Context: an optimization exercise on an open-source flow, tuned for small area, a short achievable clock period and few clock cycles per item. The choices shown serve that exercise and are no tape-out recipe.
The RTL was checked by simulation tests, not by an equivalence proof against the original design.

== alpha ==
## yuv_to_rgb_top
module yuv_to_rgb_top (
	input logic CLOCK_50_I,
	input logic Resetn,
	input logic [31:0] in_pair,
	input logic in_valid,
	output logic in_ready,
	output logic [15:0] out_word,
	output logic out_valid,
	input logic out_ready
);
	logic [15:0] win [6];
	logic [15:0] yq [4];
	logic [1:0] ph, ph_n;
	logic areg, t1, t2, wf;
	logic areg_n, t1_n, t2_n, wf_n;
	logic [7:0] cnt, cnt_n;
	logic [1:0] fl, pd, fl_n, pd_n;
	logic sv;
	logic a0, adv, ld;
	logic step_ok, acc, fstep, pstep, stv;
	logic fs, ps;
	logic [7:0] c0, c1, c2, c3, c4, c5;
	logic [8:0] fp, fq, fr;
	logic [9:0] fa_n, fb_n, fa, fb;
	logic fc_n, fc;
	logic [7:0] fir_q;
	logic [7:0] ym, pu, pv, qu, qv;
	logic [24:0] tm, pt, qt;
	logic [2:0] lr_n, lg_n, lr, lg;
	logic [1:0] lb_n, lb;
	logic [9:0] r_n, g_n, r, g;
	logic [10:0] b_n, b;
	logic [7:0] rs, gs, bs;
	logic [15:0] word, skid;
	assign a0 = (ph == 2'd0) && wf;
	assign adv = !sv && (a0 || areg || t1 || t2);
	assign ld = adv && ((ph == 2'd0) ? t2 : t1);
	assign step_ok = !wf && !(ph == 2'd1 && areg);
	assign acc = in_valid && in_ready;
	assign fstep = fs;
	assign pstep = ps;
	assign stv = fstep || (acc && cnt >= 8'd3);
	always_comb begin
		ph_n = ph;
		areg_n = areg;
		t1_n = t1;
		t2_n = t2;
		if (adv) begin
			areg_n = (ph == 2'd0 && a0) || (ph == 2'd1 && areg);
			t1_n = (ph == 2'd2 && areg) || (ph != 2'd2 && t1);
			t2_n = (ph == 2'd2 && t1);
			if (!areg_n && !t1_n && !t2_n) ph_n = 2'd0;
			else ph_n = (ph == 2'd2) ? 2'd0 : ph + 2'd1;
		end
		wf_n = (wf && !(a0 && adv)) || stv;
		cnt_n = cnt;
		fl_n = fl;
		pd_n = pd;
		if (acc) begin
			cnt_n = (cnt == 8'(yuv_rgb_pkg::LINE_PAIRS - 1)) ? 8'd0 : cnt + 8'd1;
			if (cnt == 8'(yuv_rgb_pkg::LINE_PAIRS - 1)) fl_n = 2'd3;
			if (cnt == 8'd0) pd_n = 2'd2;
		end
		if (fstep) fl_n = fl - 2'd1;
		if (pstep) pd_n = pd - 2'd1;
	end
  ...
For scale: roughly 370 flip-flops, about 23000 um2 of cells after synthesis.
clock: 12.0 ns
lec_check: 0
cap_margin: 50
core_margin: 2
core_utilization: 40
slew_margin: 70
run.sh (not shown) runs the stock make flow with config.mk's settings and CLKGATE_MAP_FILE= SYNTH_SCRIPT=/design/flow/synth_recipe.tcl, a recipe that flattens the netlist after the stock synthesis.
Testbench counts of alpha, summed over its fixed seeds: cycles 23,376, items 7,680.
#### Input delta (beta over alpha)
# alpha
export LEC_CHECK = 0
export CAP_MARGIN = 50
export CORE_MARGIN = 2
export CORE_UTILIZATION = 40
export SLEW_MARGIN = 70
create_clock -name core_clock -period 12.0 [get_ports {CLOCK_50_I}]
# beta
export LEC_CHECK = 0
export CAP_MARGIN = 20
export CORE_MARGIN = 2
export CORE_UTILIZATION = 40
export SLEW_MARGIN = 20
create_clock -name core_clock -period 12.0 [get_ports {CLOCK_50_I}]
Results
Fraction of final layout cells sized beyond drive strength 1 in beta vs alpha: down 1.7 points. Summary of the comparison: total iterations of the first detailed-routing run is lower in beta, relative to alpha. Worst slew slack as a fraction of its limit (lower): beta. Against alpha, maximum clock frequency in beta came out worse.

========
Another version of the RTL of yuv_to_rgb_top (not shown whole).
Size in the first run: ~54 I/O pins.
Settings: LEC_CHECK=0, CAP_MARGIN=20, CORE_MARGIN=2, CORE_UTILIZATION=55, CTS_BUF_LIST=sky130_fd_sc_hd__clkbuf_16, CTS_CLUSTER_DIAMETER=100, CTS_CLUSTER_SIZE=25, PLACE_DENSITY=0.7, SLEW_MARGIN=20; clock period 12.0 ns.
standard.sh (not shown) runs the stock make flow with config.mk's settings and CLKGATE_MAP_FILE= SYNTH_SCRIPT=/design/flow/synth_recipe.tcl, a recipe that flattens the netlist after the stock synthesis.
==> flow/flow/run.sh <==
#!/bin/bash
# The standard layout (standard.sh) with two changes to how it is made; the
# clock period and constraints are unchanged:
# - ports get a plain buffer (buf_2) instead of the delay cell buffer_ports
#   picks by default;
# - ORFS's repair_timing is asked for a setup margin, so the resizer works on
#   paths longer than the period less the margin.
set -euo pipefail
MARGIN=8.5
sed "s|^make -C |make SETUP_SLACK_MARGIN=$MARGIN SKIP_GATE_CLONING=1 'BUFFER_PORTS_ARGS=-buffer_cell sky130_fd_sc_hd__buf_2' -C |" standard.sh > flow_margin.sh
grep -q "SETUP_SLACK_MARGIN=$MARGIN" flow_margin.sh
bash flow_margin.sh finish > make.log 2>&1
The baseline produced a clean layout.
Testbench counts at the start, summed over its fixed seeds: cycles 23,360, items 7,680.
Edit:
--- a/flow/flow/run.sh
+++ b/flow/flow/run.sh
@@ -8,3 +8,3 @@
 set -euo pipefail
-MARGIN=8.5
+MARGIN=8.3
 sed "s|^make -C |make SETUP_SLACK_MARGIN=$MARGIN SKIP_GATE_CLONING=1 'BUFFER_PORTS_ARGS=-buffer_cell sky130_fd_sc_hd__buf_2' -C |" standard.sh > flow_margin.sh
CORE_UTILIZATION = 40   (was 55)
PLACE_DENSITY = default   (was 0.7)
Outcome: The new run finished with timing, DRC and antenna clean. Cell count came out higher by 6.0%. Non-clock buffer count came out lower by 34. Worst setup slack got worse by 0.044 ns. Synthesized area does not change. Clock-buffer cell count came out higher by 1. Clock skew came out higher by 0.0060 ns. Sequential share of layout area came out higher by 0.61 points. Fmax came out lower by 1.2%.
Edit:
--- a/flow/flow/run.sh
+++ b/flow/flow/run.sh
@@ -8,3 +8,3 @@
 set -euo pipefail
-MARGIN=8.3
+MARGIN=8.5
 sed "s|^make -C |make SETUP_SLACK_MARGIN=$MARGIN SKIP_GATE_CLONING=1 'BUFFER_PORTS_ARGS=-buffer_cell sky130_fd_sc_hd__buf_2' -C |" standard.sh > flow_margin.sh
CTS_BUF_LIST = sky130_fd_sc_hd__clkbuf_8   (was sky130_fd_sc_hd__clkbuf_16)
CTS_CLUSTER_DIAMETER = 60   (was 100)
CTS_CLUSTER_SIZE = 15   (was 25)
Result:
- synthesized area does not change
- design area rose by 3.0%
- setup slack improved by 0.025 ns
- wire length rises by 1.5%
- first-iteration DRC count rose by 2.2%
- count of clock-buffer cells in the layout is higher by 17

[port drivers added, routing unchanged]
In the flow no input, the clock included, has a driving cell. The finished layouts below were timed again as built, in two steps.
Step 1: set_driving_cell puts a clkbuf_16 on CLOCK_50_I and a buf_2 on each other input, an assumption about the parent block.
Step 2, shift: input delay + t, output delay - t, t = (earliest + latest rising clock arrival at the registers) / 2. This alone moves slack from input paths to output paths.
Slacks: ideal ports / drivers / drivers and shift; pairs: ideal ports / drivers.
run	t (ns)	setup WS [ns]	hold slack, ns	latest minus earliest clock arrival (ns)
alpha	0.601	7.598 / 7.598 / 7.298	0.417 / 0.417 / 0.417	0.013 / 0.012
beta	0.609	7.532 / 7.532 / 7.291	0.408 / 0.408 / 0.408	0.024 / 0.024
the first run of note 2	0.604	8.447 / 8.394 / 8.038	0.419 / 0.419 / 0.419	0.032 / 0.032
the second run of note 2	0.614	8.404 / 8.363 / 7.881	0.420 / 0.420 / 0.420	0.034 / 0.034
the third run of note 2	0.645	8.428 / 8.379 / 7.977	0.422 / 0.422 / 0.422	0.054 / 0.054
After both steps setup and hold are still met in every run listed. The setup slack of the second run of note 2, which loses most, moves by -0.041 ns with the drivers and by -0.523 ns with both steps.
